Context: an optimization exercise on an open-source flow, tuned for small area. The choices shown serve that exercise and are no tape-out recipe.
Function was checked by simulation only, so behaviour that the tests miss may differ from the original.
Power and IR drop assume default switching activity.

File: design/flow/flow/run.sh
#!/bin/bash
# Standard layout with two changes:
# - logic mapping uses an area-oriented ABC script (the flip-flops are mapped
#   before ABC runs, so the registers are those of the standard synthesis);
# - clock tree synthesis adds no dummy loads and clusters up to 30 flip-flops
#   per leaf buffer.
set -euo pipefail
cp -r "$FLOW_HOME/scripts" scripts_area
printf 'strash\ndch\nmap -a\nstrash\ndch\nmap -a\ntopo\n' > scripts_area/abc_speed.script
sed "s#CLKGATE_MAP_FILE= #CLKGATE_MAP_FILE= SCRIPTS_DIR=$PWD/scripts_area #" standard.sh > standard_area.sh
grep -q 'SCRIPTS_DIR=' standard_area.sh
export CTS_ARGS="-sink_clustering_enable -repair_clock_nets -dont_use_dummy_load -buf_list sky130_fd_sc_hd__clkbuf_16 -sink_clustering_size 30 -sink_clustering_max_diameter 80"
bash standard_area.sh > standard.log 2>&1
File: design/flow/standard.sh
#!/bin/bash
# synth_recipe.tcl (not shown) runs the flow's synth.tcl, then flattens the netlist and writes it again
# the make line also repeats each setting of config.mk as NAME=value (left out here)
make -C /OpenROAD-flow-scripts/flow DESIGN_CONFIG=/design/flow/config.mk WORK_HOME=/design/flow/orfs CLKGATE_MAP_FILE= SYNTH_SCRIPT=/design/flow/synth_recipe.tcl "${@:-finish}"
File: design/flow/config.mk
export PLATFORM = sky130hd
export DESIGN_NAME = pio_top
export DESIGN_NICKNAME = pio_top
export VERILOG_FILES = /design/flow/design.v
export SDC_FILE = /design/flow/constraint.sdc
export NUM_CORES = 4
export LEC_CHECK = 0
export CAP_MARGIN = 0
export CORE_MARGIN = 2
export CORE_UTILIZATION = 40
export SLEW_MARGIN = 0
export SYNTH_HIERARCHICAL = 1
File: design/flow/constraint.sdc
create_clock -name core_clock -period 10.0 [get_ports {clk_25mhz}]
set_input_delay 2.0000 -clock core_clock [delete_from_list [all_inputs] [get_ports {clk_25mhz}]]
set_output_delay 2.0000 -clock core_clock [all_outputs]
set_load 0.01 [all_outputs]
File: design/flow/design.v
package pio_pkg;
  typedef enum logic [3:0] {
    NOP     = 4'd0,
    INSTR   = 4'd1,   
    CLKDIV  = 4'd2,
    PINBASE = 4'd3,
    START   = 4'd4,   
    PUSH    = 4'd5,   
    ENABLE  = 4'd6
  } pio_action_e;
  typedef enum logic [2:0] {
    JMP  = 3'd0,
    SET  = 3'd1,
    OUT  = 3'd2,
    PULL = 3'd3
  } pio_op_e;
  typedef enum logic [1:0] {
    COND_ALWAYS = 2'd0,
    COND_X_DEC  = 2'd1,   
    COND_OSRE   = 2'd2    
  } pio_cond_e;
  typedef enum logic [1:0] {
    DEST_PINS = 2'd0,
    DEST_X    = 2'd1
  } pio_dest_e;
  typedef struct packed {
    pio_op_e    op;
    logic [2:0] delay;
    pio_cond_e  cond;
    logic [4:0] target;
    logic [2:0] pad;
  } pio_flow_t;
  typedef struct packed {
    pio_op_e    op;
    logic [2:0] delay;
    pio_dest_e  dest;
    logic [4:0] value;
    logic [2:0] pad;
  } pio_data_t;
  typedef union packed {
    pio_flow_t flow;
    pio_data_t data;
  } pio_instr_u;
  typedef struct packed {
    pio_action_e action;
    logic        mindex;   
    logic [4:0]  index;    
    logic [31:0] data;
  } pio_cmd_t;
  typedef struct packed {
    logic [8-1:0] out;
    logic [8-1:0] dir;
  } pio_pins_t;
endpackage
module pio_sm (
  input  logic                 clk_25mhz,
  input  logic                 pwr_up_reset_n,
  input  logic [3:0]           cfg_we,     
  input  logic [31:0]          cfg_data,
  input  logic [15:0]          cfg_ncm1,   
  input  logic [2:0]           cfg_base,   
  input  logic                 cfg_en,     
  input  logic                 push,
  input  logic [10:0]          instr,      
  output logic [$clog2(32)-1:0] pc,
  output logic                 full,
  output logic                 out0,       
  output logic                 dir0,       
  output logic [2:0]           pin_base
);
  localparam int PC_W = $clog2(32);
  logic         rst;
  logic [15:0]  ncm1;       
  logic [15:0]  div_cnt;
  logic         en;
  logic [2:0]   delay_cnt;
  logic [31:0]  xr;         
  logic [4:0]   x_lo;
  logic [5:0]   x_hi;
  logic [31:0]  osr;        
  logic [5:0]   osr_off;    
  logic [31:0]  fifo [4];
  logic [1:0]   wr_ptr;
  logic [1:0]   rd_ptr;
  logic         fifo_full;
  logic [2:0]   dly;
  logic [7:0]   code;
  logic [4:0]   v;
  logic         grp, is_jmp, is_setx, is_out, is_misc, is_pull, is_setpin;
  logic         tick, cnt_ge, fifo_empty, run, pop, do_push, take;
  logic         x_dec, x_ld, x_wrap, x_nz;
  logic [6:0]   off_sum;
  logic [5:0]   off_next;
  logic [31:0]  x_oh_lo, x_lt_hi, x_next;
  logic [32:0]  x_brw;
  logic [31:0]  fifo_head;
  logic [3:0]   rd_sel;
  logic         osr_bit;
  assign rst = !pwr_up_reset_n;
  assign {dly, code} = instr;
  assign v         = code[4:0];
  assign grp       = code[6] & code[5];
  assign is_jmp    = !code[7] && !grp;
  assign is_setx   = !code[7] && grp;
  assign is_out    = code[7] && !grp;
  assign is_misc   = code[7] && grp;
  assign is_pull   = is_misc && code[1] && !code[0];
  assign is_setpin = is_misc && !code[1];
  pio_carry16 u_ge (.a(div_cnt), .b(ncm1), .co(cnt_ge));
  assign tick       = en && cnt_ge;
  assign fifo_empty = (wr_ptr == rd_ptr) && !fifo_full;
  assign full       = fifo_full;
  assign run     = tick && !cfg_we[2] && (delay_cnt == 3'd0) && !(is_pull && fifo_empty);
  assign pop     = run && is_pull;
  assign do_push = push && !fifo_full;
  assign take = (code[6:5] == 2'd0) || (code[5] && x_nz) || (code[6] && !osr_off[5]);
  assign off_sum  = {1'b0, osr_off} + ((v == 5'd0) ? 7'd32 : {2'b0, v});
  assign off_next = (off_sum[6:5] != 2'd0) ? 6'd32 : off_sum[5:0];
  pio_dec32 u_lo (.a(x_lo), .y(x_oh_lo));
  pio_therm u_hi (.a(x_hi), .lt(x_lt_hi));
  assign x_brw[0] = 1'b0;
  for (genvar i = 0; i < 32; i++) begin : g_x
    logic t;
    assign t          = x_brw[i] | x_oh_lo[i];
    assign x_brw[i+1] = t & ~(xr[i] & x_lt_hi[i]);
    assign x_next[i]  = x_dec ? (!x_nz | (xr[i] ^ t)) : ((is_setx && i < 5) ? v[i % 5] : osr[i]);
  end
  assign x_nz   = !x_brw[32];
  assign x_dec  = is_jmp && code[5];
  assign x_ld   = is_setx || (is_out && code[6:5] == 2'd1);
  assign x_wrap = x_dec && !x_nz;   
  pio_mux32 u_obit (.a(osr_off[4:0]), .d(osr), .y(osr_bit));
  assign rd_sel = 4'd1 << rd_ptr;
  for (genvar i = 0; i < 32; i++) begin : g_rd
    pio_ao4 u_ao (.s(rd_sel), .d({fifo[3][i], fifo[2][i], fifo[1][i], fifo[0][i]}), .y(fifo_head[i]));
  end
  always_ff @(posedge clk_25mhz) begin
    if (cfg_we[0] || rst) ncm1 <= cfg_ncm1;
    if (cfg_we[1] || rst) pin_base <= cfg_base;
    if (cfg_we[3] || rst) en <= cfg_en;
    if (en || rst) div_cnt <= (tick || rst) ? 16'd0 : div_cnt + 16'd1;
  end
  always_ff @(posedge clk_25mhz) begin
    if (rst) begin
      pc        <= '0;
      delay_cnt <= '0;
      osr_off   <= 6'd32;
      out0      <= 1'b0;
      dir0      <= 1'b0;
      wr_ptr    <= '0;
      rd_ptr    <= '0;
      fifo_full <= 1'b0;
      x_lo      <= '0;
      x_hi      <= '0;
    end else begin
      if (cfg_we[2]) begin
        pc        <= cfg_data[PC_W-1:0];
        delay_cnt <= '0;
      end else if (run) begin
        delay_cnt <= dly;
        if (is_jmp && take) pc <= v;
        else pc <= pc + PC_W'(1);
      end else if (tick && delay_cnt != 3'd0) begin
        delay_cnt <= delay_cnt - 3'd1;
      end
      if (run) begin
        if (is_setpin) begin
          out0 <= code[0];
          dir0 <= 1'b1;
        end
        if (is_out) begin
          osr_off <= off_next;
          if (code[6:5] == 2'd0) out0 <= !osr_off[5] && osr_bit;
        end
        if (is_pull) osr_off <= '0;
        if (x_wrap) begin
          x_lo <= 6'd0;
          x_hi <= 6'd32;
        end
        if (is_setx) begin
          x_lo <= 6'd0;
          x_hi <= 6'd5;
        end
        if (is_out && code[6:5] == 2'd1) begin   
          x_lo <= osr_off[5] ? 5'd0 : osr_off[4:0];
          x_hi <= osr_off[5] ? 6'd0 : off_next;
        end
      end
      if (do_push) wr_ptr <= wr_ptr + 2'd1;
      if (pop) rd_ptr <= rd_ptr + 2'd1;
      if (pop) fifo_full <= 1'b0;
      else if (do_push && (wr_ptr + 2'd1 == rd_ptr)) fifo_full <= 1'b1;
    end
  end
  always_ff @(posedge clk_25mhz) begin
    if (do_push) fifo[wr_ptr] <= cfg_data;
    if (pop) osr <= fifo_head;
    if (run && (x_dec || x_ld)) xr <= x_next;
  end
endmodule
module pio_carry16 (
  input  logic [15:0] a,
  input  logic [15:0] b,
  output logic        co
);
  logic [16:0] c;
  assign c[0] = 1'b1;
  for (genvar i = 0; i < 16; i++) begin : g_c
    pio_maj u_maj (.a(a[i]), .b(b[i]), .c(c[i]), .y(c[i+1]));
  end
  assign co = c[16];
endmodule
module pio_maj (
  input  logic a, b, c,
  output logic y
);
  assign y = (a & b) | (a & c) | (b & c);
endmodule
module pio_xbit (
  input  logic x,
  input  logic h,      
  input  logic bi,     
  input  logic oh,     
  input  logic dec,    
  input  logic zero,   
  input  logic ld,
  output logic bo,
  output logic nx
);
  logic t;
  assign t  = bi | oh;
  assign bo = t & ~(x & h);
  assign nx = dec ? (zero | (x ^ t)) : ld;
endmodule
module pio_dec32 (
  input  logic [4:0]  a,
  output logic [31:0] y
);
  assign y = 32'd1 << a;
endmodule
module pio_therm (
  input  logic [5:0]  a,
  output logic [31:0] lt
);
  logic [3:0]  t2;
  logic [7:0]  t3;
  logic [15:0] t4;
  assign t2 = {1'b0, a[1] & a[0], a[1], a[1] | a[0]};
  for (genvar i = 0; i < 4; i++) begin : g3
    assign t3[i]     = a[2] | t2[i];
    assign t3[i + 4] = a[2] & t2[i];
  end
  for (genvar i = 0; i < 8; i++) begin : g4
    assign t4[i]     = a[3] | t3[i];
    assign t4[i + 8] = a[3] & t3[i];
  end
  for (genvar i = 0; i < 16; i++) begin : g5
    assign lt[i]      = a[5] | a[4] | t4[i];
    assign lt[i + 16] = a[5] | (a[4] & t4[i]);
  end
endmodule
module pio_mux32 (
  input  logic [4:0]  a,
  input  logic [31:0] d,
  output logic        y
);
  assign y = d[a];
endmodule
module pio_ao4 (
  input  logic [3:0] s,
  input  logic [3:0] d,
  output logic       y
);
  assign y = |(s & d);
endmodule
module pio_pin_merge (
  input  logic [2-1:0]    out0,
  input  logic [2-1:0]    dir0,
  input  logic [2:0]                base0,
  input  logic [2:0]                base1,
  output logic [8-1:0]  pins
);
  always_comb begin
    for (int k = 0; k < 8; k++) begin
      logic d0, d1;
      d0 = dir0[0] && (base0 == 3'(k));
      d1 = dir0[1] && (base1 == 3'(k));
      pins[k] = (d0 && out0[0]) || (d1 && out0[1]) || !(d0 || d1);
    end
  end
endmodule
module pio_core (
  input  logic                      clk_25mhz,
  input  logic                      pwr_up_reset_n,
  input  pio_pkg::pio_cmd_t         cmd,
  output logic [2-1:0]    full,
  output logic [8-1:0]  pins
);
  localparam int PC_W = $clog2(32);
  logic [10:0]         imem [32];
  logic [PC_W-1:0]     sm_pc [2];
  logic [2-1:0] sm_out0, sm_dir0;
  logic [2:0]          sm_base [2];
  logic [2:0]  w_op, w_dly;
  logic [1:0]  w_sel;
  logic [4:0]  w_val;
  logic [7:0]  w_code;
  logic [15:0] ncm1;   
  logic [2:0]  base;
  logic        en_d;
  assign {w_op, w_dly, w_sel, w_val} = cmd.data[15:3];
  assign ncm1 = pwr_up_reset_n ? 16'd0 - cmd.data[15:0] : 16'hFFFF;
  assign base = pwr_up_reset_n ? cmd.data[2:0] : 3'd0;
  assign en_d = pwr_up_reset_n && cmd.data[0];
  always_comb begin
    case (w_op)
      3'd0:    w_code = (w_sel == 2'd3) ? 8'b1110_0011 : {1'b0, w_sel, w_val};
      3'd1:    w_code = (w_sel == 2'd0) ? {7'b1110_000, w_val[0]} :
                        (w_sel == 2'd1) ? {3'b011, w_val} : 8'b1110_0011;
      3'd2:    w_code = {1'b1, w_sel[1] ? 2'b10 : w_sel, w_val};
      3'd3:    w_code = 8'b1110_0010;
      default: w_code = 8'b1110_0011;
    endcase
  end
  always_ff @(posedge clk_25mhz) begin
    if (cmd.action == pio_pkg::INSTR) imem[cmd.index] <= ~{w_dly, w_code};   
  end
  logic [32*11-1:0] imem_flat;
  for (genvar w = 0; w < 32; w++) begin : g_word
    assign imem_flat[w*11 +: 11] = imem[w];
  end
  for (genvar i = 0; i < 2; i++) begin : g_sm
    logic       sel;
    logic [3:0] cfg_we;
    logic       push;
    logic [10:0] fetch;
    pio_fetch u_fetch (
      .pc    (sm_pc[i]),
      .words_n (imem_flat),
      .instr (fetch)
    );
    assign sel = (cmd.mindex == 1'(i));
    assign cfg_we[0] = sel && (cmd.action == pio_pkg::CLKDIV);
    assign cfg_we[1] = sel && (cmd.action == pio_pkg::PINBASE);
    assign cfg_we[2] = sel && (cmd.action == pio_pkg::START);
    assign cfg_we[3] = sel && (cmd.action == pio_pkg::ENABLE);
    assign push      = sel && (cmd.action == pio_pkg::PUSH);
    pio_sm u_sm (
      .clk_25mhz      (clk_25mhz),
      .pwr_up_reset_n (pwr_up_reset_n),
      .cfg_we         (cfg_we),
      .cfg_data       (cmd.data),
      .cfg_ncm1       (ncm1),
      .cfg_base       (base),
      .cfg_en         (en_d),
      .push           (push),
      .instr          (fetch),            
      .pc             (sm_pc[i]),
      .full           (full[i]),
      .out0           (sm_out0[i]),
      .dir0           (sm_dir0[i]),
      .pin_base       (sm_base[i])
    );
  end
  pio_pin_merge u_merge (
    .out0  (sm_out0),
    .dir0  (sm_dir0),
    .base0 (sm_base[0]),
    .base1 (sm_base[1]),
    .pins  (pins)
  );
endmodule
module pio_fetch (
  input  logic [4:0]                     pc,
  input  logic [32*11-1:0]  words_n,
  output logic [10:0]                    instr
);
  logic [32-1:0] sel_n;
  pio_ndec32 u_dec (.a(pc), .yn(sel_n));
  for (genvar b = 0; b < 11; b++) begin : g_bit
    logic [32/2-1:0] pair;
    for (genvar p = 0; p < 32/2; p++) begin : g_p
      pio_oai22 u_pair (
        .a (sel_n[2*p]),     .b (words_n[(2*p)*11 + b]),
        .c (sel_n[2*p + 1]), .d (words_n[(2*p + 1)*11 + b]),
        .y (pair[p])
      );
    end
    pio_or16 u_or (.a(pair), .y(instr[b]));
  end
endmodule
module pio_ndec32 (
  input  logic [4:0]  a,
  output logic [31:0] yn
);
  assign yn = ~(32'd1 << a);
endmodule
module pio_oai22 (
  input  logic a, b, c, d,
  output logic y
);
  assign y = ~((a | b) & (c | d));
endmodule
module pio_or16 (
  input  logic [15:0] a,
  output logic        y
);
  assign y = |a;
endmodule
module pio_top (
  input  logic                      clk_25mhz,
  input  logic                      pwr_up_reset_n,
  input  logic [3:0]                cmd_action,
  input  logic                      cmd_mindex,
  input  logic [4:0]                cmd_index,
  input  logic [31:0]               cmd_data,
  output logic [2-1:0]    full,
  output logic [8-1:0]  pins
);
  pio_pkg::pio_cmd_t cmd;
  assign cmd = {cmd_action, cmd_mindex, cmd_index, cmd_data};
  pio_core u_core (
    .clk_25mhz      (clk_25mhz),
    .pwr_up_reset_n (pwr_up_reset_n),
    .cmd            (cmd),
    .full           (full),
    .pins           (pins)
  );
endmodule
==> results of run 1 <==
## synthesized netlist by cell type (all sizes together), types with 64 or more instances
master    n  share of area, %
nand2   193               1.9
nor4     94               1.6
a21oi   243               3.2
xor2     68               1.6
o21ai   144               1.9
nand3   117               1.6
clkinv  193               1.9
o22ai   352               5.9
a22oi   147               2.9
edfxtp  808                64
dfxtp    64               3.4
nor2    394               3.9
## power by group through the flow
stage	registers [mW]	logic [mW]	clock network [mW]
detailed placement	4.18	1.09	0
floorplan	4.17	0.730	0
CTS	4.10	1.10	1.89
finish	4.10	1.12	1.85
global route	4.11	1.24	2.00
global placement	4.18	1.09	0
## worst reg2reg max path, delay by kind of cell, from the launching register on
family	cells	cell delay (ns)
flops	1	0.35
buf+inv	4	0.71
simple gates	37	3.41
compound gates	34	4.06
## final timing paths
path	startpoint	end	slack, ns	depth (start not counted)
worst max-delay path	u_core.g_sm[1].u_sm.x_hi[5]	u_core.g_sm[1].u_sm.x_lo[0]	1.32	75
worst min-delay path	u_core.g_sm[1].u_sm.delay_cnt[1]	u_core.g_sm[1].u_sm.delay_cnt[1]	0.47	2
worst max register to register	u_core.g_sm[1].u_sm.x_hi[5]	u_core.g_sm[1].u_sm.x_lo[0]	1.32	75
worst min register to register	u_core.g_sm[1].u_sm.delay_cnt[1]	u_core.g_sm[1].u_sm.delay_cnt[1]	0.47	2
## what timing repair did
item,4_1_cts,5_1_grt
buffers inserted,0,0
gates resized for setup,0,10
endpoints found under the setup margin,0,26
## registers in the layout, summed over array words and instances (netlist names)
| signal | count |
|---|---|
| u_core.imem | 352 |
| u_core.g_sm.u_sm.fifo | 256 |
| u_core.g_sm.u_sm.osr | 64 |
| u_core.g_sm.u_sm.xr | 64 |
| u_core.g_sm.u_sm.div_cnt | 32 |
| u_core.g_sm.u_sm.ncm1 | 32 |
| u_core.g_sm.u_sm.osr_off | 12 |
| u_core.g_sm.u_sm.x_hi | 12 |
| u_core.g_sm.u_sm.pc | 10 |
| u_core.g_sm.u_sm.x_lo | 10 |
| u_core.g_sm.u_sm.delay_cnt | 6 |
| u_core.g_sm.u_sm.pin_base | 6 |
| u_core.g_sm.u_sm.rd_ptr | 4 |
| u_core.g_sm.u_sm.wr_ptr | 4 |
| u_core.g_sm.u_sm.dir0 | 2 |
| u_core.g_sm.u_sm.en | 2 |
| u_core.g_sm.u_sm.fifo_full | 2 |
| u_core.g_sm.u_sm.out0 | 2 |
## per-layer routing
| metal | track usage [%] | wire [um] | up-vias |
|---|---|---|---|
| met5 | 0 | 0 | - |
| met4 | 6.27 | 3220 | 0 |
| met3 | 4.29 | 10900 | 191 |
| met2 | 33.9 | 48800 | 1283 |
| met1 | 32.0 | 47200 | 13300 |
| li1 | - | - | 12400 |
## stage by stage
stage          hold slack [ns]  std cells  utilization [%]
2_1_floorplan            0.445       3092                -
3_3_place_gp             0.458       4447             43.1
3_5_place_dp             0.464       4447             43.1
4_1_cts                  0.474       4489             44.2
5_1_grt                  0.508       4489             44.2
6_report                 0.470       4489             44.2
## modules after synthesis, one instance, submodules excluded, a selection
module,cell area [sq um],copies in the design,flops+latches,cells inside
pio_or16,31.3,22,0,5
pio_therm,235,2,0,55
pio_sm,9890,2,260,715
pio_oai22,6.26,352,0,1
pio_dec32,216,2,0,53
pio_ao4,18.8,64,0,3
pio_carry16,3.75,2,0,1
pio_pin_merge,259,1,0,51
pio_ndec32,218,2,0,44
pio_mux32,255,2,0,49
pio_maj,10.0,32,0,1
pio_core,11300,1,352,521
## cell families after synthesis
logic type / after synthesis / share of synthesized area, %
compound gates: 940 / 15.1
simple gates: 933 / 11.1
flops: 872 / 67.9
buf+inv: 199 / 2.00
xor+xnor: 72 / 1.68
fa+ha+maj: 71 / 2.19
mux: 3 / 0.0798
other cells: 2 / 0.0200
## final cells by class
cell class	instances	area [sq um]	share of cell area, %
flip-flops and latches	872	25500	61.9
clock buffers	42	1050	2.55
well taps	1254	1570	3.80
repair buffers	107	936	2.27
inverters	193	724	1.76
multi-input cells	2021	11400	27.7
==> impl_results.md, run 1 <==
- Top-level port count: 54
- Post-synth EDFFs: 808
- Number of global-route vias before repair: 25500
- Pint: 5.14 mW
- CP most frequent cell: a21oi_1
- Worst path buffer plus inverter count: 4
- Flop pwr share: 58.0%
- Total grt overflow: 0
- Clk pin slew, worst setup/hold paths: 0.08 ns
- Fillers: 8650
- Dpl ws: 1.12 ns
- DRC: 0
- Fin crit period: 8.68 ns
- Most used DFF post-synth: edfxtp_1
- CTS Buf Count: 42
- Port bufs: 53
- Routability Congestion: 0.971
- Critical path peak fanout: 17
- Worst Path Required: 10.47 ns
- Yosys warns: 11
- H-tree Lvls: 2
- Final Slew Violations: 0
- First-pass GRT wire length: 163 mm
- Async set-or-reset flop fraction in the synthesized netlist: 0%
- Final net count: 3320
- Critical path launch point type: flip-flop
- Largest net degree at the start of global routing: 35
- Tightest Pin Transition: 1.31 ns
- Deepest clock path buffer count: 3
- Critical path's largest stage delay: 0.35 ns
- Max-cap check violation count: 0
- CTS Sinks: 872
- DR vias/cell: 6.04
- Hold crit path type: flip-flop to flip-flop
- CTS tree: built
- Routed len/inst: 24.5 um
- Die span in x: 311 um
- Distinct cell type count of the synthesized netlist: 35
- Initial antenna violation count: 2
- Power density cells: 171 mW/mm^2
- Yosys reg bits: 872
- Root Driver: clkbuf_16
- Family with the most delay on the worst path: compound AO/OA/AOI/OAI gates
- Final Hold Vio Count: 0
- Crit. End Element: flip-flop
- Worst Path Class, Setup: flip-flop to flip-flop
- PnR worst setup slack: 1.32 ns
- Clock power frac: 26.1%
- Crit path DAT: 9.15 ns
- Combinational share of power: 15.9%
- Post-synthesis average cell area: 12.2 sq um
- Tot Pwr: 7.08 mW
- Switch Pwr: 1.94 mW
- Final setup fails: 0
- Die H: 311 um
- Drt pass-1 iters: 6
- Fmax achieved: 115 MHz
- Hpwl dp: 74.0 mm
- CP max stage cell: dfxtp_2
- RSZ-0062 raised after global routing: false
- Final WL: 110 mm
- Core area: 0.0933 sq mm
- Tot GR Track Use: 22.1%
- Slew headroom: 12.0%
- Most common cell after layout, fill and taps aside: edfxtp_1
- Leakage Power: 12.8 nW
- Area Overhead vs Synth: 9.69%
- Max IR drop VDD: 0.129 mV
- Post-synthesis sequential area ratio: 67.9%
- Outcome: complete, no violations
- Syn Nets: 3175
- Setup_tns: 0 ns
- Core Rows: 112
- Placed cell area: 0.0402 sq mm
- Switching Share: 27.3%
- Effective utilization at floorplan: 40.3%
- Post-Synthesis Cells: 3092
- Hold_buf cts: 0
- Final period util: 86.8%
- Clock skew: 0.116 ns
- Worst skew pair latency: 0.65 ns
- Diodes inserted: 0
- Detail Route Antenna Nets: 0
- Die Footprint: 0.0965 sq mm
- Vias: 27100
- Design area: 0.0413 sq mm
- Share of layout cells above drive strength 1: 4.76%
- Initial DRC count: 3359
- Area of the mapped netlist: 0.0376 sq mm
- Commonest non-fill, non-tap cells in the layout: 808 x edfxtp_1, 379 x nor2_1, 352 x o22ai_1
==> run 2, diff against run 1 <==
==> design/flow/config.mk (replaced) <==
export PLATFORM = sky130hd
export DESIGN_NAME = pio_top
export DESIGN_NICKNAME = pio_top
export VERILOG_FILES = /design/flow/design.v
export SDC_FILE = /design/flow/constraint.sdc
export NUM_CORES = 4
export LEC_CHECK = 0
export CAP_MARGIN = 10
export CORE_MARGIN = 2
export CORE_UTILIZATION = 60
export PLACE_DENSITY = 0.75
export SLEW_MARGIN = 10
export SYNTH_HIERARCHICAL = 1
==> run 2 against run 1 <==
Global-route usage rose by 12 points. Clock-buffer cell count did not move. Combinational power is essentially flat. Highest routed layer is now met5. Largest power group unchanged. Now fails the layout checks on capacitance limit, slew limit. Critical path type unchanged.
==> impl_results.md, run 2 <==
- Dominant cells by area after synthesis: edfxtp_1 64%, o22ai_1 5.9%, nor2_1 3.9% (unchanged)
- First-pass GRT wire length: 164 mm (was 163 mm)
- Die Footprint: 0.0647 sq mm (was 0.0965 sq mm)
- # Post-CTS Setup Buffers: 0 (unchanged)
- Yosys warns: 11 (unchanged)
- Async set-or-reset flop fraction in the synthesized netlist: 0% (unchanged)
- H-tree Lvls: 2 (unchanged)
- Top-level port count: 54 (unchanged)
- Placed Instances: 4034 (was 4447)
- DR WL met3: 15.2 mm (was 10.9 mm)
- Port bufs: 53 (unchanged)
- Top post-synthesis cells by count: 808 x edfxtp_1, 394 x nor2_1, 352 x o22ai_1, 243 x a21oi_1 (unchanged)
- Post-Synth XOR/XNOR Area: 1.68% (unchanged)
- Drt pass-1 iters: 9 (was 6)
- Area Overhead vs Synth: 8.42% (was 9.69%)
- Initial antenna violation count: 12 (was 2)
- Outcome: failed layout checks (was complete, no violations)
- Post-synthesis average cell area: 12.2 sq um (unchanged)
- Share of layout cells above drive strength 1: 5.21% (was 4.76%)
- Critical path peak fanout: 17 (unchanged)
- Compound-Gate Fraction of Synth Area: 15.1% (unchanged)
- Post-synthesis sequential area ratio: 67.9% (unchanged)
- Max-cap check violation count: 2 (was 0)
- Worst r2r src: u_core.g_sm[0].u_sm.x_hi[5] (was u_core.g_sm[1].u_sm.x_hi[5])
- Finished Layout Cells: 4081 (was 4489)
- Crit. End Element: flip-flop (unchanged)
- Met2 wire len: 48.4 mm (was 48.8 mm)
- Final Slew Violations: 6 (was 0)
- Tot Pwr: 7.06 mW (was 7.08 mW)
- Mux share of post-synthesis cell area: 0.0798% (unchanged)
- Number of global-route vias before repair: 26600 (was 25500)
- Fmax achieved: 112 MHz (was 115 MHz)
- Largest regs: u_core.imem x352, u_core.g_sm.u_sm.fifo x256 (unchanged)
- Core Rows: 91 (was 112)
- Post-synthesis simple-gate area fraction: 11.1% (unchanged)
- Power density cells: 173 mW/mm^2 (was 171 mW/mm^2)
- Fin crit period: 8.94 ns (was 8.68 ns)
- Yosys reg bits: 872 (unchanged)
- Dpl ws: 0.863 ns (was 1.12 ns)
- Hpwl dp: 74.3 mm (was 74.0 mm)
- Most frequent cell after synthesis: edfxtp_1 (unchanged)
- Final WL: 112 mm (was 110 mm)
- Core area: 0.0618 sq mm (was 0.0933 sq mm)
- Routed len/inst: 27.3 um (was 24.5 um)
- Post-cts resize count: 0 (unchanged)
- Final period util: 89.4% (was 86.8%)
- Syn Nets: 3175 (unchanged)
- Post-Synthesis Cells: 3092 (unchanged)
- Critical path's largest stage delay: 0.36 ns (was 0.35 ns)
- Total grt overflow: 0 (unchanged)
- Slew headroom: -10.7% (was 12.0%)
- CP max stage cell: dfxtp_2 (unchanged)
- Max IR drop VDD: 0.140 mV (was 0.129 mV)
- Tightest Pin Transition: 1.65 ns (was 1.31 ns)
- Vias: 28300 (was 27100)
- Routability Congestion: 0.968 (was 0.971)
- DR vias/cell: 6.94 (was 6.04)
- Die span in x: 254 um (was 311 um)
- Post-synth EDFFs: 808 (unchanged)
- RSZ-0062 raised after global routing: false (unchanged)
- CP startpoint: u_core.g_sm[0].u_sm.x_hi[5] (was u_core.g_sm[1].u_sm.x_hi[5])
- DR top layer: met5 (was met4)
- Final Hold Vio Count: 0 (unchanged)
- Hold_buf cts: 0 (unchanged)
- Leakage Power: 12.8 nW (about the same)
- Area of the mapped netlist: 0.0376 sq mm (unchanged)
- Most common cell after layout, fill and taps aside: edfxtp_1 (unchanged)
- Critical path launch point type: flip-flop (unchanged)
- Effective utilization at floorplan: 60.9% (was 40.3%)
- Die H: 254 um (was 311 um)
- Hold crit path type: flip-flop to flip-flop (unchanged)
- Deepest clock path buffer count: 3 (unchanged)
- Root Driver: clkbuf_16 (unchanged)
- PnR worst setup slack: 1.06 ns (was 1.32 ns)
- Worst skew pair latency: 0.63 ns (was 0.65 ns)
- Worst Path Required: 10.44 ns (was 10.47 ns)
- Crit path DAT: 9.38 ns (was 9.15 ns)
- Clk pin slew, worst setup/hold paths: 0.11 ns (was 0.08 ns)
- Max reg flops: 352 (unchanged)
- Largest area contributor in the netlist: edfxtp_1 (unchanged)
- Hold WS: 0.490 ns (was 0.470 ns)
- Clock skew: 0.0582 ns (was 0.116 ns)
- Most used DFF post-synth: edfxtp_1 (unchanged)
- Commonest non-fill, non-tap cells in the layout: 808 x edfxtp_1, 372 x nor2_1, 352 x o22ai_1 (was 808 x edfxtp_1, 379 x nor2_1, 352 x o22ai_1)
- Worst Path Class, Setup: flip-flop to flip-flop (unchanged)
- CTS Buf Count: 42 (unchanged)
- Biggest register: u_core.imem (unchanged)
- CTS tree: built (unchanged)
- Setup_tns: 0 ns (unchanged)
- Min-delay src: u_core.g_sm[1].u_sm.delay_cnt[1] (unchanged)
- CTS Sinks: 872 (unchanged)
- Final net count: 3326 (was 3320)
- Violated checks: capacitance limit, slew limit
- Tot GR Track Use: 34.3% (was 22.1%)
- Largest net degree at the start of global routing: 35 (unchanged)
- Worst R2R Setup Slack: 1.06 ns (was 1.32 ns)
- Largest family of logic cells by synthesized area: compound AO/OA/AOI/OAI gates (unchanged)
- Detail Route Antenna Nets: 0 (unchanged)
- DRC: 0 (unchanged)
- Initial DRC count: 4109 (was 3359)
- Distinct cell type count of the synthesized netlist: 35 (unchanged)
- Final setup fails: 0 (unchanged)
- Post-Synth Adder-Cell Area: 2.19% (unchanged)
- Area fraction of the dominant cell type after synthesis: 64.5% (unchanged)
- CP most frequent cell: a21oi_1 (unchanged)
- M1 WL: 43.7 mm (was 47.2 mm)
[run 2: cell count changes in the layout (fill, tap and decap cells not counted), sizes merged]
cell	before	now
buf	54	60
diode	0	3
[run 2: area by class of cell]
cell class / instances / area [sq um]
clock buffers: 42 / 1050
multi-input cells: 2021 / 11400
fillers: 4519 / 21000
flip-flops and latches: 872 / 25500
inverters: 193 / 724
repair buffers: 113 / 988
well taps: 837 / 1050
diodes: 3 / 7.51
[run 2: logic make-up after synthesis]
logic type / Yosys count
other: 2
adders and majority gates: 71
xor gates and xnor gates: 72
DFF: 872
AOI/OAI and AO/OA: 940
buffers and inverters: 199
and+or+nand+nor: 933
muxes: 3
[run 2: worst paths after layout]
check / end / depth (start not counted)
max: u_core.g_sm[0].u_sm.x_lo[2] / 75
min: u_core.g_sm[1].u_sm.delay_cnt[1] / 2
max reg2reg: u_core.g_sm[0].u_sm.x_lo[2] / 75
min reg2reg: u_core.g_sm[1].u_sm.delay_cnt[1] / 2
[run 2: Yosys stat by module, one instance, submodules excluded, excerpt]
module | cell area [sq um] | times used | flops+latches | cells inside
pio_maj | 10.0 | 32 | 0 | 1
pio_sm | 9890 | 2 | 260 | 715
pio_dec32 | 216 | 2 | 0 | 53
pio_ao4 | 18.8 | 64 | 0 | 3
pio_core | 11300 | 1 | 352 | 521
pio_ndec32 | 218 | 2 | 0 | 44
pio_pin_merge | 259 | 1 | 0 | 51
[run 2: stage by stage]
| stage | cell area [sq um] | utilization [%] |
|---|---|---|
| 2_1_floorplan | 37600 | - |
| 3_3_place_gp | 39700 | 64.2 |
| 3_5_place_dp | 39700 | 64.2 |
| 4_1_cts | 40700 | 65.9 |
| 5_1_grt | 40800 | 66.0 |
| 6_report | 40800 | 66.0 |
[run 2: metal layers]
layer | GRT usage, % | vias up
li1 | - | 12400
met2 | 50.7 | 1984
met3 | 8.21 | 326
met4 | 12.8 | 6
met1 | 50.0 | 13700
met5 | 0 | -
[run 2: critical path, delay by kind of cell, from the launching register on]
family,cells,cell delay (ns)
buffers and inverters,4,0.77
AND/OR/NAND/NOR,37,3.46
AO/OA/AOI/OAI,34,4.22
flip-flops,1,0.36
[run 2: report_power, final]
| group | leakage [nW] | internal [mW] | switching (mW) |
|---|---|---|---|
| Sequential | 7.87 | 4.05 | 0.0616 |
| Combinational | 4.43 | 0.339 | 0.781 |
| Clock | 0.518 | 0.753 | 1.07 |
| Total | 12.8 | 5.14 | 1.91 |
==> run 3, diff against run 2 <==
--- a/design/flow/config.mk
+++ b/design/flow/config.mk
@@ -7,7 +7,6 @@
 export LEC_CHECK = 0
 export CAP_MARGIN = 10
 export CORE_MARGIN = 2
-export CORE_UTILIZATION = 60
-export PLACE_DENSITY = 0.75
+export CORE_UTILIZATION = 40
 export SLEW_MARGIN = 10
 export SYNTH_HIERARCHICAL = 1
==> run 3 against run 2 <==
Flip-flop and latch count is the same. Register-to-register slack better by 0.26 ns. Design area increased by 1.2%. Total power is 0.30% higher. Synthesized cell count unchanged. Critical endpoint is now u_core.g_sm[1].u_sm.x_lo[0]. Now clean on timing, DRC and antenna. Sequential power about the same. Clock skew increased by 0.053 ns. Hold slack worse by 0.020 ns.
==> impl_results.md, run 3 <==
- Outcome: complete, no violations (was failed layout checks)
- CTS Sinks: 872 (unchanged)
- Tightest Pin Transition: 1.31 ns (was 1.65 ns)
- Area of the mapped netlist: 0.0376 sq mm (unchanged)
- Critical path launch point type: flip-flop (unchanged)
- Max-cap check violation count: 0 (was 2)
- Die H: 311 um (was 254 um)
- Die span in x: 311 um (was 254 um)
- CP startpoint: u_core.g_sm[1].u_sm.x_hi[5] (was u_core.g_sm[0].u_sm.x_hi[5])
- RSZ-0062 raised after global routing: false (unchanged)
- Post-cts resize count: 0 (unchanged)
- Initial DRC count: 3362 (was 4109)
- Total grt overflow: 0 (unchanged)
- Most common cell after layout, fill and taps aside: edfxtp_1 (unchanged)
- Biggest register: u_core.imem (unchanged)
- Final WL: 110 mm (was 112 mm)
- Die Footprint: 0.0965 sq mm (was 0.0647 sq mm)
- Final Slew Violations: 0 (was 6)
- CP max stage cell: dfxtp_2 (unchanged)
- # Post-CTS Setup Buffers: 0 (unchanged)
- Yosys warns: 11 (unchanged)
- Tot GR Track Use: 22.1% (was 34.3%)
- Final setup fails: 0 (unchanged)
- Effective utilization at floorplan: 40.3% (was 60.9%)
- Slew headroom: 11.6% (was -10.7%)
- Largest net degree at the start of global routing: 35 (unchanged)
- H-tree Lvls: 2 (unchanged)
- Area of the multi-input gates: 0.0114 sq mm (about the same)
- Critical path's largest stage delay: 0.35 ns (was 0.36 ns)
- Deepest clock path buffer count: 3 (unchanged)
- Post-synthesis sequential area ratio: 67.9% (unchanged)
- Most frequent cell after synthesis: edfxtp_1 (unchanged)
- Worst R2R Setup Slack: 1.32 ns (was 1.06 ns)
- Crit path DAT: 9.15 ns (was 9.38 ns)
- Fillers: 8649 (was 4519)
- Worst R2R End: u_core.g_sm[1].u_sm.x_lo[0] (was u_core.g_sm[0].u_sm.x_lo[2])
- Initial antenna violation count: 2 (was 12)
- Final net count: 3320 (was 3326)
- Family with the most delay on the worst path: compound AO/OA/AOI/OAI gates (unchanged)
- Async set-or-reset flop fraction in the synthesized netlist: 0% (unchanged)
- CTS Buf Count: 42 (unchanged)
- Max IR drop VDD: 0.129 mV (was 0.140 mV)
- Top-level port count: 54 (unchanged)
- Critical Path Stages: 75 (unchanged)
- CP Capture Point: u_core.g_sm[1].u_sm.x_lo[0] (was u_core.g_sm[0].u_sm.x_lo[2])
- Leakage Power: 12.8 nW (about the same)
- Fin crit period: 8.68 ns (was 8.94 ns)
- Worst Path Required: 10.47 ns (was 10.44 ns)
- Commonest non-fill, non-tap cells in the layout: 808 x edfxtp_1, 378 x nor2_1, 352 x o22ai_1 (was 808 x edfxtp_1, 372 x nor2_1, 352 x o22ai_1)
- First-pass GRT wire length: 163 mm (was 164 mm)
- Share of layout cells above drive strength 1: 4.79% (was 5.21%)
- Worst skew pair latency: 0.64 ns (was 0.63 ns)
- Routed len/inst: 24.5 um (was 27.3 um)
- Final period util: 86.8% (was 89.4%)
- Hold crit path type: flip-flop to flip-flop (unchanged)
- Hold_buf cts: 0 (unchanged)
- Yosys reg bits: 872 (unchanged)
- Routability Congestion: 0.971 (was 0.968)
- Drt pass-1 iters: 6 (was 9)
- Root Driver: clkbuf_16 (unchanged)
- Fmax achieved: 115 MHz (was 112 MHz)
- CP most frequent cell: a21oi_1 (unchanged)
- Max reg flops: 352 (unchanged)
- Worst Path Class, Setup: flip-flop to flip-flop (unchanged)
- Hpwl dp: 74.0 mm (was 74.3 mm)
- Syn Nets: 3175 (unchanged)
- Critical path peak fanout: 17 (unchanged)
- Post-synthesis average cell area: 12.2 sq um (unchanged)
- Detail Route Antenna Nets: 0 (unchanged)
- Core Rows: 112 (was 91)
- Hold WS: 0.470 ns (was 0.490 ns)
- Crit. End Element: flip-flop (unchanged)
- Clk pin slew, worst setup/hold paths: 0.08 ns (was 0.11 ns)
- Placed cell area: 0.0402 sq mm (was 0.0397 sq mm)
- Largest regs: u_core.imem x352, u_core.g_sm.u_sm.fifo x256 (unchanged)
- Final Hold Vio Count: 0 (unchanged)
- Worst path buffer plus inverter count: 4 (unchanged)
- Post-synth EDFFs: 808 (unchanged)
- Distinct cell type count of the synthesized netlist: 35 (unchanged)
- Dominant cells by area after synthesis: edfxtp_1 64%, o22ai_1 5.9%, nor2_1 3.9% (unchanged)
- Power density cells: 171 mW/mm^2 (was 173 mW/mm^2)
- Most used DFF post-synth: edfxtp_1 (unchanged)
- Largest area contributor in the netlist: edfxtp_1 (unchanged)
- Clock skew: 0.111 ns (was 0.0582 ns)
- Area fraction of the dominant cell type after synthesis: 64.5% (unchanged)
- Setup_tns: 0 ns (unchanged)
- Number of global-route vias before repair: 25500 (was 26600)
- Port bufs: 53 (unchanged)
- Core area: 0.0933 sq mm (was 0.0618 sq mm)
- Design area: 0.0413 sq mm (was 0.0408 sq mm)
- Area Overhead vs Synth: 9.70% (was 8.42%)
- R2r worst-path depth: 75 (unchanged)
- CTS tree: built (unchanged)
- Post-Synthesis Cells: 3092 (unchanged)
- Worst r2r src: u_core.g_sm[1].u_sm.x_hi[5] (was u_core.g_sm[0].u_sm.x_hi[5])
- Vias: 27200 (was 28300)
- FF+latch area: 0.0255 sq mm (about the same)
- DRC: 0 (unchanged)
- Top post-synthesis cells by count: 808 x edfxtp_1, 394 x nor2_1, 352 x o22ai_1, 243 x a21oi_1 (unchanged)
- DR vias/cell: 6.05 (was 6.94)
## run 3: logic make-up after synthesis
logic type	Yosys count	synth area share [%]
xor gates and xnor gates	72	1.68
other	2	0.0200
DFF	872	67.9
muxes	3	0.0798
and+or+nand+nor	933	11.1
adders and majority gates	71	2.19
buffers and inverters	199	2.00
AOI/OAI and AO/OA	940	15.1
## run 3: modules after synthesis, one instance, submodules excluded, a selection
module | flip-flops and latches | times used
pio_therm | 0 | 2
pio_carry16 | 0 | 2
pio_dec32 | 0 | 2
pio_pin_merge | 0 | 1
pio_sm | 260 | 2
pio_or16 | 0 | 22
pio_ndec32 | 0 | 2
pio_core | 352 | 1
pio_oai22 | 0 | 352
pio_ao4 | 0 | 64
pio_mux32 | 0 | 2
pio_maj | 0 | 32
## run 3: how the worst min path moves through the flow
| stage | from | to | slack, ns | cells after the start |
|---|---|---|---|---|
| after floorplan | u_core.g_sm[0].u_sm.delay_cnt[1] | u_core.g_sm[0].u_sm.delay_cnt[1] | 0.44 | 2 |
| after global placement | u_core.g_sm[1].u_sm.delay_cnt[1] | u_core.g_sm[1].u_sm.delay_cnt[1] | 0.46 | 2 |
| after detailed placement | u_core.g_sm[1].u_sm.delay_cnt[1] | u_core.g_sm[1].u_sm.delay_cnt[1] | 0.46 | 2 |
| after CTS | u_core.g_sm[1].u_sm.delay_cnt[1] | u_core.g_sm[1].u_sm.delay_cnt[1] | 0.47 | 2 |
| after global routing | u_core.g_sm[1].u_sm.delay_cnt[1] | u_core.g_sm[1].u_sm.delay_cnt[1] | 0.51 | 2 |
| final | u_core.g_sm[1].u_sm.delay_cnt[1] | u_core.g_sm[1].u_sm.delay_cnt[1] | 0.47 | 2 |
## run 3: worst reg2reg max path: cells and delay by family, from the launching register on
| kind | cells | cell delay (ns) |
|---|---|---|
| AO/OA/AOI/OAI | 34 | 4.06 |
| buffers and inverters | 4 | 0.71 |
| flip-flops | 1 | 0.35 |
| AND/OR/NAND/NOR | 37 | 3.41 |
## run 3: stage by stage
step | std cells | utilization (%) | power [mW] | worst slack [ns]
6_report | 4490 | 44.2 | 7.08 | 1.32
5_1_grt | 4489 | 44.2 | 7.35 | 0.00632
4_1_cts | 4489 | 44.2 | 7.09 | 1.08
3_5_place_dp | 4447 | 43.1 | 5.28 | 1.12
3_3_place_gp | 4447 | 43.1 | 5.27 | 1.34
2_1_floorplan | 3092 | - | 4.90 | 1.74
## run 3: area by class of cell
class | count | share of cell area, %
flip-flops and latches | 872 | 61.9
multi-input cells | 2021 | 27.7
well taps | 1254 | 3.80
clock buffers | 42 | 2.55
repair buffers | 107 | 2.27
inverters | 193 | 1.75
diodes | 1 | 0.00606
## run 3: per-layer routing
| layer | GRT usage [%] | up-vias | part of all wire (%) |
|---|---|---|---|
| met5 | 0 | - | 0 |
| met4 | 6.27 | 0 | 3.0 |
| met3 | 4.29 | 194 | 9.9 |
| met2 | 33.9 | 1280 | 44 |
| met1 | 32.0 | 13300 | 43 |
| li1 | - | 12400 | - |
## run 3: power by group
part	leakage, nW	switching (mW)	internal (mW)
sequential	7.87	0.0554	4.05
clock	0.518	1.10	0.754
combinational	4.39	0.784	0.339
total	12.8	1.93	5.14
==> run 4, diff against run 3 <==
--- a/design/flow/flow/run.sh
+++ b/design/flow/flow/run.sh
@@ -9,5 +9,5 @@
 printf 'strash\ndch\nmap -a\nstrash\ndch\nmap -a\ntopo\n' > scripts_area/abc_speed.script
 sed "s#CLKGATE_MAP_FILE= #CLKGATE_MAP_FILE= SCRIPTS_DIR=$PWD/scripts_area #" standard.sh > standard_area.sh
 grep -q 'SCRIPTS_DIR=' standard_area.sh
-export CTS_ARGS="-sink_clustering_enable -repair_clock_nets -dont_use_dummy_load -buf_list sky130_fd_sc_hd__clkbuf_16 -sink_clustering_size 30 -sink_clustering_max_diameter 80"
+export CTS_ARGS='-sink_clustering_enable -repair_clock_nets -dont_use_dummy_load -buf_list {sky130_fd_sc_hd__clkbuf_8 sky130_fd_sc_hd__clkbuf_16} -sink_clustering_size 30 -sink_clustering_max_diameter 80'
 bash standard_area.sh > standard.log 2>&1
==> run 4 against run 3 <==
Still clean on timing, DRC and antenna. Die area is the same. Clock-buffer cell count is the same. Wire length is the same. Hold slack is the same. Clock power is essentially flat. Register-to-register slack is essentially flat. Sequential power is essentially flat. Largest power group unchanged. Highest routed layer unchanged.
==> impl_results.md, run 4 <==
- Fin crit period: 8.68 ns (unchanged)
- Core Rows: 112 (unchanged)
- Yosys warns: 11 (unchanged)
- Worst r2r src: u_core.g_sm[1].u_sm.x_hi[5] (unchanged)
- Deepest clock path buffer count: 3 (unchanged)
- Final Slew Violations: 0 (unchanged)
- Largest net degree at the start of global routing: 35 (unchanged)
- CTS Sinks: 872 (unchanged)
- Pint: 5.14 mW (unchanged)
- Biggest register: u_core.imem (unchanged)
- Worst R2R End: u_core.g_sm[1].u_sm.x_lo[0] (unchanged)
- Area of the mapped netlist: 0.0376 sq mm (unchanged)
- Hold WS: 0.470 ns (unchanged)
- Clk pin slew, worst setup/hold paths: 0.08 ns (about the same)
- Max-cap check violation count: 0 (unchanged)
- Tot GR Track Use: 22.1% (unchanged)
- Fmax achieved: 115 MHz (unchanged)
- Power density cells: 171 mW/mm^2 (unchanged)
- Top post-synthesis cells by count: 808 x edfxtp_1, 394 x nor2_1, 352 x o22ai_1, 243 x a21oi_1 (unchanged)
- Hold crit path type: flip-flop to flip-flop (unchanged)
- Die Footprint: 0.0965 sq mm (unchanged)
- Largest family of logic cells by synthesized area: compound AO/OA/AOI/OAI gates (unchanged)
- Core area: 0.0933 sq mm (unchanged)
- CP most frequent cell: a21oi_1 (unchanged)
- DR vias/cell: 6.05 (unchanged)
- Post-layout util: 44.2% (unchanged)
- Finished Layout Cells: 4490 (unchanged)
- CTS Buf Count: 42 (unchanged)
- Tightest Pin Transition: 1.31 ns (unchanged)
- Crit path DAT: 9.15 ns (about the same)
- Routability Congestion: 0.971 (unchanged)
- Post-Synthesis Cells: 3092 (unchanged)
- Die H: 311 um (unchanged)
- Switching Share: 27.3% (unchanged)
- Most common cell after layout, fill and taps aside: edfxtp_1 (unchanged)
- Dominant cells by area after synthesis: edfxtp_1 64%, o22ai_1 5.9%, nor2_1 3.9% (unchanged)
- CTS tree: built (unchanged)
- Post-cts resize count: 0 (unchanged)
- Tot Pwr: 7.08 mW (unchanged)
- Largest area contributor in the netlist: edfxtp_1 (unchanged)
- Clock skew: 0.111 ns (unchanged)
- Worst Path Class, Setup: flip-flop to flip-flop (unchanged)
- RSZ-0062 raised after global routing: false (unchanged)
- Min-delay src: u_core.g_sm[1].u_sm.delay_cnt[1] (unchanged)
- Distinct cell type count of the synthesized netlist: 35 (unchanged)
- Hpwl dp: 74.0 mm (unchanged)
- Leakage Power: 12.8 nW (unchanged)
- Post-Synth Adder-Cell Area: 2.19% (unchanged)
- Syn Nets: 3175 (unchanged)
- Final setup fails: 0 (unchanged)
- Number of global-route vias before repair: 25500 (unchanged)
- Detail Route Antenna Nets: 0 (unchanged)
- PnR worst setup slack: 1.32 ns (unchanged)
- DRC: 0 (unchanged)
- Critical path launch point type: flip-flop (unchanged)
- Worst skew pair latency: 0.64 ns (about the same)
- Routed len/inst: 24.5 um (unchanged)
- Worst R2R Setup Slack: 1.32 ns (about the same)
- R2r worst-path depth: 75 (unchanged)
- Root Driver: clkbuf_16 (unchanged)
- Mux share of post-synthesis cell area: 0.0798% (unchanged)
- Outcome: complete, no violations (unchanged)
- Initial antenna violation count: 2 (unchanged)
- Area fraction of the dominant cell type after synthesis: 64.5% (unchanged)
- Hold_buf cts: 0 (unchanged)
- Dpl ws: 1.12 ns (unchanged)
- End of the worst hold path: u_core.g_sm[1].u_sm.delay_cnt[1] (unchanged)
- Crit. End Element: flip-flop (unchanged)
- Final period util: 86.8% (unchanged)
- Final net count: 3320 (unchanged)
- Setup_tns: 0 ns (unchanged)
- Hold depth: 2 (unchanged)
- H-tree Lvls: 2 (unchanged)
- CP max stage cell: dfxtp_2 (unchanged)
- Port bufs: 53 (unchanged)
- Design area: 0.0413 sq mm (unchanged)
- Post-synthesis sequential area ratio: 67.9% (unchanged)
- Placed cell area: 0.0402 sq mm (unchanged)
- Most used DFF post-synth: edfxtp_1 (unchanged)
- Top-level port count: 54 (unchanged)
- Max reg flops: 352 (unchanged)
- Flop pwr share: 58.0% (about the same)
- Vias: 27200 (unchanged)
- Area Overhead vs Synth: 9.70% (unchanged)
- Critical path's largest stage delay: 0.35 ns (about the same)
- Fillers: 8649 (unchanged)
- Share of layout cells above drive strength 1: 4.79% (unchanged)
- Post-Synth XOR/XNOR Area: 1.68% (unchanged)
- Final WL: 110 mm (unchanged)
- Total grt overflow: 0 (unchanged)
- Clock power frac: 26.1% (about the same)
- Critical path peak fanout: 17 (unchanged)
- Max IR drop VDD: 0.129 mV (unchanged)
- Effective utilization at floorplan: 40.3% (unchanged)
- Post-synthesis average cell area: 12.2 sq um (unchanged)
- Die span in x: 311 um (unchanged)
- Switch Pwr: 1.93 mW (unchanged)
- Compound-Gate Fraction of Synth Area: 15.1% (unchanged)
- Async set-or-reset flop fraction in the synthesized netlist: 0% (unchanged)
- Post-synth EDFFs: 808 (unchanged)
- Largest regs: u_core.imem x352, u_core.g_sm.u_sm.fifo x256 (unchanged)
- Yosys reg bits: 872 (unchanged)
- # Post-CTS Setup Buffers: 0 (unchanged)
- Worst Path Required: 10.47 ns (about the same)
- Final Hold Vio Count: 0 (unchanged)
- Drt pass-1 iters: 6 (unchanged)
- Most frequent cell after synthesis: edfxtp_1 (unchanged)
- Slew headroom: 11.6% (unchanged)
- First-pass GRT wire length: 163 mm (unchanged)
- Post-synthesis simple-gate area fraction: 11.1% (unchanged)
- Initial DRC count: 3362 (unchanged)
- Combinational share of power: 15.9% (about the same)
- Placed Instances: 4447 (unchanged)
- Commonest non-fill, non-tap cells in the layout: 808 x edfxtp_1, 378 x nor2_1, 352 x o22ai_1 (unchanged)
-- run 4: area by class of cell --
| cell class | count | area (sq um) | share of cell area (%) |
|---|---|---|---|
| diodes | 1 | 2.50 | 0.00606 |
| clock buffers | 42 | 1050 | 2.55 |
| inverters | 193 | 724 | 1.75 |
| multi-input cells | 2021 | 11400 | 27.7 |
| flip-flops and latches | 872 | 25500 | 61.9 |
| well taps | 1254 | 1570 | 3.80 |
| repair buffers | 107 | 936 | 2.27 |
-- run 4: how the worst max path moves through the flow --
stage	to	cells past startpoint	start
floorplan	u_core.g_sm[0].u_sm.osr_off[0]	25	u_core.g_sm[0].u_sm.div_cnt[0]
global placement	u_core.g_sm[0].u_sm.x_lo[2]	75	u_core.g_sm[0].u_sm.x_hi[4]
detailed placement	u_core.g_sm[1].u_sm.x_lo[0]	75	u_core.g_sm[1].u_sm.x_hi[4]
CTS	u_core.g_sm[1].u_sm.x_lo[0]	75	u_core.g_sm[1].u_sm.x_hi[5]
global route	u_core.g_sm[0].u_sm.pc[2]	76	u_core.g_sm[0].u_sm.x_hi[4]
finish	u_core.g_sm[1].u_sm.x_lo[0]	75	u_core.g_sm[1].u_sm.x_hi[5]
-- run 4: logic make-up (layout without fill, tap and decap cells) --
kind of cell,after synthesis,count (layout)
xor gates and xnor gates,72,72
and+or+nand+nor,933,933
adders and majority gates,71,71
AOI/OAI and AO/OA,940,940
DFF,872,872
buffers and inverters,199,342
muxes,3,3
other,2,3
-- run 4: power groups by stage --
| stage | sequential [mW] | clock (mW) | combinational, mW |
|---|---|---|---|
| 6_report | 4.10 | 1.85 | 1.12 |
| 3_5_place_dp | 4.18 | 0 | 1.09 |
| 3_3_place_gp | 4.18 | 0 | 1.09 |
| 5_1_grt | 4.11 | 2.00 | 1.24 |
| 2_1_floorplan | 4.17 | 0 | 0.730 |
| 4_1_cts | 4.10 | 1.89 | 1.10 |
-- run 4: routing by layer --
metal	global-route usage (%)	vias up	wire length (um)
met1	32.0	13300	47300
met4	6.27	0	3260
met5	0	-	0
met3	4.29	194	10900
met2	33.9	1280	48800
li1	-	12400	-
-- run 4: worst max-delay path, delay by kind of cell, from the launching register on --
| kind | cells | cell delay, ns |
|---|---|---|
| AO/OA/AOI/OAI | 34 | 4.03 |
| buffers and inverters | 4 | 0.71 |
| flip-flops | 1 | 0.35 |
| AND/OR/NAND/NOR | 37 | 3.40 |
-- run 4: modules after synthesis, one instance, submodules excluded, a selection --
module | times used | cell area, sq um | flip-flops and latches
pio_ndec32 | 2 | 218 | 0
pio_ao4 | 64 | 18.8 | 0
pio_carry16 | 2 | 3.75 | 0
pio_or16 | 22 | 31.3 | 0
pio_core | 1 | 11300 | 352
pio_therm | 2 | 235 | 0
==> run 5, diff against run 4 <==
==> design/flow/flow/run.sh (replaced) <==
#!/bin/bash
# Standard layout with two changes:
# - logic mapping uses an area-oriented ABC script (the flip-flops are mapped
#   before ABC runs, so the registers are those of the standard synthesis);
# - clock tree synthesis adds no dummy loads and clusters up to 32 flip-flops
#   per leaf buffer.
set -euo pipefail
cp -r "$FLOW_HOME/scripts" scripts_area
printf 'strash\ndch\nmap -a\nstrash\ndch\nmap -a\ntopo\n' > scripts_area/abc_speed.script
sed "s#CLKGATE_MAP_FILE= #CLKGATE_MAP_FILE= SCRIPTS_DIR=$PWD/scripts_area #" standard.sh > standard_area.sh
grep -q 'SCRIPTS_DIR=' standard_area.sh
export CTS_ARGS="-sink_clustering_enable -repair_clock_nets -dont_use_dummy_load -buf_list sky130_fd_sc_hd__clkbuf_16 -sink_clustering_size 32 -sink_clustering_max_diameter 80"
bash standard_area.sh > standard.log 2>&1
==> run 5 against run 4 <==
Clock power about the same. Clock skew down 0.025 ns. Highest routed layer is now met5. Still clean on timing, DRC and antenna. Critical path type unchanged. Die area unchanged. Non-clock buffer count unchanged.
==> impl_results.md, run 5 <==
- Hold crit path type: flip-flop to flip-flop (unchanged)
- Hold_buf cts: 0 (unchanged)
- CP max stage cell: dfxtp_2 (unchanged)
- Most frequent cell after synthesis: edfxtp_1 (unchanged)
- DR top layer: met5 (was met4)
- Hpwl dp: 74.0 mm (unchanged)
- Combinational share of power: 15.9% (about the same)
- Switching Share: 27.3% (about the same)
- Initial antenna violation count: 3 (was 2)
- Area of the mapped netlist: 0.0376 sq mm (unchanged)
- First-pass GRT wire length: 163 mm (about the same)
- Yosys warns: 11 (unchanged)
- Effective utilization at floorplan: 40.3% (unchanged)
- DR WL met3: 10.6 mm (was 10.9 mm)
- Placed cell area: 0.0402 sq mm (unchanged)
- Fillers: 8655 (was 8649)
- Routability Congestion: 0.971 (unchanged)
- Worst R2R Setup Slack: 1.31 ns (was 1.32 ns)
- Final period util: 86.9% (was 86.8%)
- Clk pin slew, worst setup/hold paths: 0.07 ns (was 0.08 ns)
- Area Overhead vs Synth: 9.64% (was 9.70%)
- Die H: 311 um (unchanged)
- Post-synthesis average cell area: 12.2 sq um (unchanged)
- Met2 wire len: 48.5 mm (was 48.8 mm)
- Drt pass-1 iters: 6 (unchanged)
- Max-cap check violation count: 0 (unchanged)
- Biggest register: u_core.imem (unchanged)
- Async set-or-reset flop fraction in the synthesized netlist: 0% (unchanged)
- Root Driver: clkbuf_16 (unchanged)
- Detail Route Antenna Nets: 0 (unchanged)
- Critical path peak fanout: 17 (unchanged)
- Yosys reg bits: 872 (unchanged)
- Largest net degree at the start of global routing: 35 (unchanged)
- Worst Path Required: 10.46 ns (was 10.47 ns)
- Max reg flops: 352 (unchanged)
- Largest regs: u_core.imem x352, u_core.g_sm.u_sm.fifo x256 (unchanged)
- Deepest clock path buffer count: 3 (unchanged)
- Vias: 27300 (was 27200)
- Core Rows: 112 (unchanged)
- End of the worst hold path: u_core.g_sm[1].u_sm.delay_cnt[1] (unchanged)
- Most used DFF post-synth: edfxtp_1 (unchanged)
- Dpl ws: 1.12 ns (unchanged)
- Critical path's largest stage delay: 0.35 ns (about the same)
- Worst skew pair latency: 0.64 ns (about the same)
- Tot Pwr: 7.05 mW (was 7.08 mW)
- Top-level port count: 54 (unchanged)
- Initial DRC count: 3241 (was 3362)
- CP most frequent cell: a21oi_1 (unchanged)
- CTS Buf Count: 41 (was 42)
- DRC: 0 (unchanged)
- M1 WL: 47.3 mm (about the same)
- Leakage Power: 12.8 nW (about the same)
- Finished Layout Cells: 4488 (was 4490)
- Fmax achieved: 115 MHz (about the same)
- Crit. End Element: flip-flop (unchanged)
- Critical path launch point type: flip-flop (unchanged)
- Distinct cell type count of the synthesized netlist: 35 (unchanged)
- Die Footprint: 0.0965 sq mm (unchanged)
- Final WL: 110 mm (about the same)
- Setup_tns: 0 ns (unchanged)
- CTS Sinks: 872 (unchanged)
- Post-Synthesis Cells: 3092 (unchanged)
- Max IR drop VDD: 0.158 mV (was 0.129 mV)
- Worst r2r src: u_core.g_sm[1].u_sm.x_hi[5] (unchanged)
- Top post-synthesis cells by count: 808 x edfxtp_1, 394 x nor2_1, 352 x o22ai_1, 243 x a21oi_1 (unchanged)
- Outcome: complete, no violations (unchanged)
- Largest area contributor in the netlist: edfxtp_1 (unchanged)
- Clock power frac: 25.9% (was 26.1%)
- Switch Pwr: 1.93 mW (about the same)
- Die span in x: 311 um (unchanged)
- CTS tree: built (unchanged)
- Most common cell after layout, fill and taps aside: edfxtp_1 (unchanged)
- Hold WS: 0.470 ns (about the same)
- Family with the most delay on the worst path: compound AO/OA/AOI/OAI gates (unchanged)
- Power density cells: 171 mW/mm^2 (about the same)
- Hold depth: 2 (unchanged)
- Worst R2R End: u_core.g_sm[1].u_sm.x_lo[0] (unchanged)
- DR vias/cell: 6.08 (was 6.05)
- Tightest Pin Transition: 1.33 ns (was 1.31 ns)
- Dominant cells by area after synthesis: edfxtp_1 64%, o22ai_1 5.9%, nor2_1 3.9% (unchanged)
- Final net count: 3319 (was 3320)
- Final Slew Violations: 0 (unchanged)
- Design area: 0.0413 sq mm (about the same)
- Port bufs: 53 (unchanged)
- Share of layout cells above drive strength 1: 4.76% (was 4.79%)
- Post-layout util: 44.2% (about the same)
- H-tree Lvls: 2 (unchanged)
- Slew headroom: 10.8% (was 11.6%)
- Number of global-route vias before repair: 25600 (was 25500)
- Total grt overflow: 0 (unchanged)
- Clock skew: 0.0861 ns (was 0.111 ns)
- Tot GR Track Use: 22.1% (about the same)
- Syn Nets: 3175 (unchanged)
- Crit path DAT: 9.15 ns (about the same)
- PnR worst setup slack: 1.31 ns (was 1.32 ns)
- Commonest non-fill, non-tap cells in the layout: 808 x edfxtp_1, 376 x nor2_1, 352 x o22ai_1 (was 808 x edfxtp_1, 378 x nor2_1, 352 x o22ai_1)
- Worst path buffer plus inverter count: 4 (unchanged)
- Routed len/inst: 24.5 um (about the same)
- Core area: 0.0933 sq mm (unchanged)
- Placed Instances: 4447 (unchanged)
- Pint: 5.13 mW (was 5.14 mW)
- Post-synthesis sequential area ratio: 67.9% (unchanged)
- Final Hold Vio Count: 0 (unchanged)
- R2r worst-path depth: 75 (unchanged)
- Worst Path Class, Setup: flip-flop to flip-flop (unchanged)
- Area fraction of the dominant cell type after synthesis: 64.5% (unchanged)
- Final setup fails: 0 (unchanged)
- Post-synth EDFFs: 808 (unchanged)
- Diodes inserted: 0 (was 1)
- Fin crit period: 8.69 ns (was 8.68 ns)
- Flop pwr share: 58.2% (was 58.0%)
- Min-delay src: u_core.g_sm[1].u_sm.delay_cnt[1] (unchanged)
[run 5: cell counts after synthesis]
No cell type changed its count.
[run 5: repair_timing]
| action | in CTS | in global routing |
|---|---|---|
| endpoints found under the setup margin | 0 | 28 |
| gates resized for setup | 0 | 10 |
| buffers inserted | 0 | 0 |
[run 5: logic make-up (layout without fill, tap and decap cells)]
logic type	count (synthesis)	in the layout	share of synthesized area, %
AOI/OAI and AO/OA	940	940	15.1
xor gates and xnor gates	72	72	1.68
adders and majority gates	71	71	2.19
buffers and inverters	199	341	2.00
DFF	872	872	67.9
muxes	3	3	0.0798
other	2	2	0.0200
and+or+nand+nor	933	933	11.1
[run 5: final cells by class]
| class | count | area, sq um | share of cell area [%] |
|---|---|---|---|
| flip-flops and latches | 872 | 25500 | 61.9 |
| multi-input cells | 2021 | 11500 | 27.8 |
| well taps | 1254 | 1570 | 3.80 |
| clock buffers | 41 | 1030 | 2.49 |
| repair buffers | 107 | 936 | 2.27 |
| inverters | 193 | 724 | 1.76 |
[run 5: worst max-delay path by stage]
stage | from | end | slack [ns] | cells past startpoint
4_1_cts | u_core.g_sm[1].u_sm.x_hi[5] | u_core.g_sm[1].u_sm.x_lo[0] | 1.08 | 75
3_5_place_dp | u_core.g_sm[1].u_sm.x_hi[4] | u_core.g_sm[1].u_sm.x_lo[0] | 1.12 | 75
5_1_grt | u_core.g_sm[0].u_sm.x_hi[5] | u_core.g_sm[0].u_sm.x_lo[2] | -0.0009 | 75
6_report | u_core.g_sm[1].u_sm.x_hi[5] | u_core.g_sm[1].u_sm.x_lo[0] | 1.31 | 75
3_3_place_gp | u_core.g_sm[0].u_sm.x_hi[4] | u_core.g_sm[0].u_sm.x_lo[2] | 1.34 | 75
2_1_floorplan | u_core.g_sm[0].u_sm.div_cnt[0] | u_core.g_sm[0].u_sm.osr_off[0] | 1.74 | 25
[run 5: power groups by stage]
stage	combinational, mW	sequential (mW)	clock (mW)
6_report	1.12	4.10	1.83
3_3_place_gp	1.09	4.18	0
3_5_place_dp	1.09	4.18	0
4_1_cts	1.10	4.10	1.86
2_1_floorplan	0.730	4.17	0
5_1_grt	1.25	4.11	1.97
[run 5: worst reg2reg max path, delay by kind of cell, from the launching register on]
family          cells  cell delay [ns]
buf+inv             4             0.71
simple gates       37             3.38
flops               1             0.35
compound gates     34             4.04
[run 5: metal layers]
metal	vias up	track usage, %
li1	12400	-
met1	13400	32.0
met2	1317	33.7
met3	197	4.07
met4	2	6.77
met5	-	0
[run 5: Yosys stat by module (local to each module, per instance), a selection]
module | times used | area, sq um | flip-flops and latches
pio_core | 1 | 11300 | 352
pio_sm | 2 | 9890 | 260
pio_pin_merge | 1 | 259 | 0
pio_mux32 | 2 | 255 | 0
pio_therm | 2 | 235 | 0
pio_ndec32 | 2 | 218 | 0
pio_dec32 | 2 | 216 | 0
pio_or16 | 22 | 31.3 | 0
pio_ao4 | 64 | 18.8 | 0
pio_maj | 32 | 10.0 | 0
pio_oai22 | 352 | 6.26 | 0
pio_carry16 | 2 | 3.75 | 0

[port drivers added, routing unchanged]
No port has a modelled driver above. Below, the same layouts with a new extraction and two added sets of constraints.
Step 1 (the two cells are an assumption about what drives the block):
set clk [get_ports {clk_25mhz}]
set_driving_cell -lib_cell sky130_fd_sc_hd__clkbuf_16 $clk
set_driving_cell -lib_cell sky130_fd_sc_hd__buf_2 [delete_from_list [all_inputs] $clk]
Step 2 times the ports against the registers' clock, not the clock port: input delays grow and output delays shrink by t, the midpoint of the rising clock arrivals with the driver on.
a / b / c = no drivers / after step 1 / after step 2; a / b = the first two.
run	t, ns	setup WS [ns]	worst setup path at the end
run 1	0.661	1.315 / 1.315 / 1.315	register to register
run 2	0.663	1.060 / 1.060 / 1.060	register to register
run 3	0.658	1.315 / 1.315 / 1.315	register to register
run 4	0.658	1.315 / 1.315 / 1.315	register to register
run 5	0.667	1.308 / 1.308 / 1.308	register to register
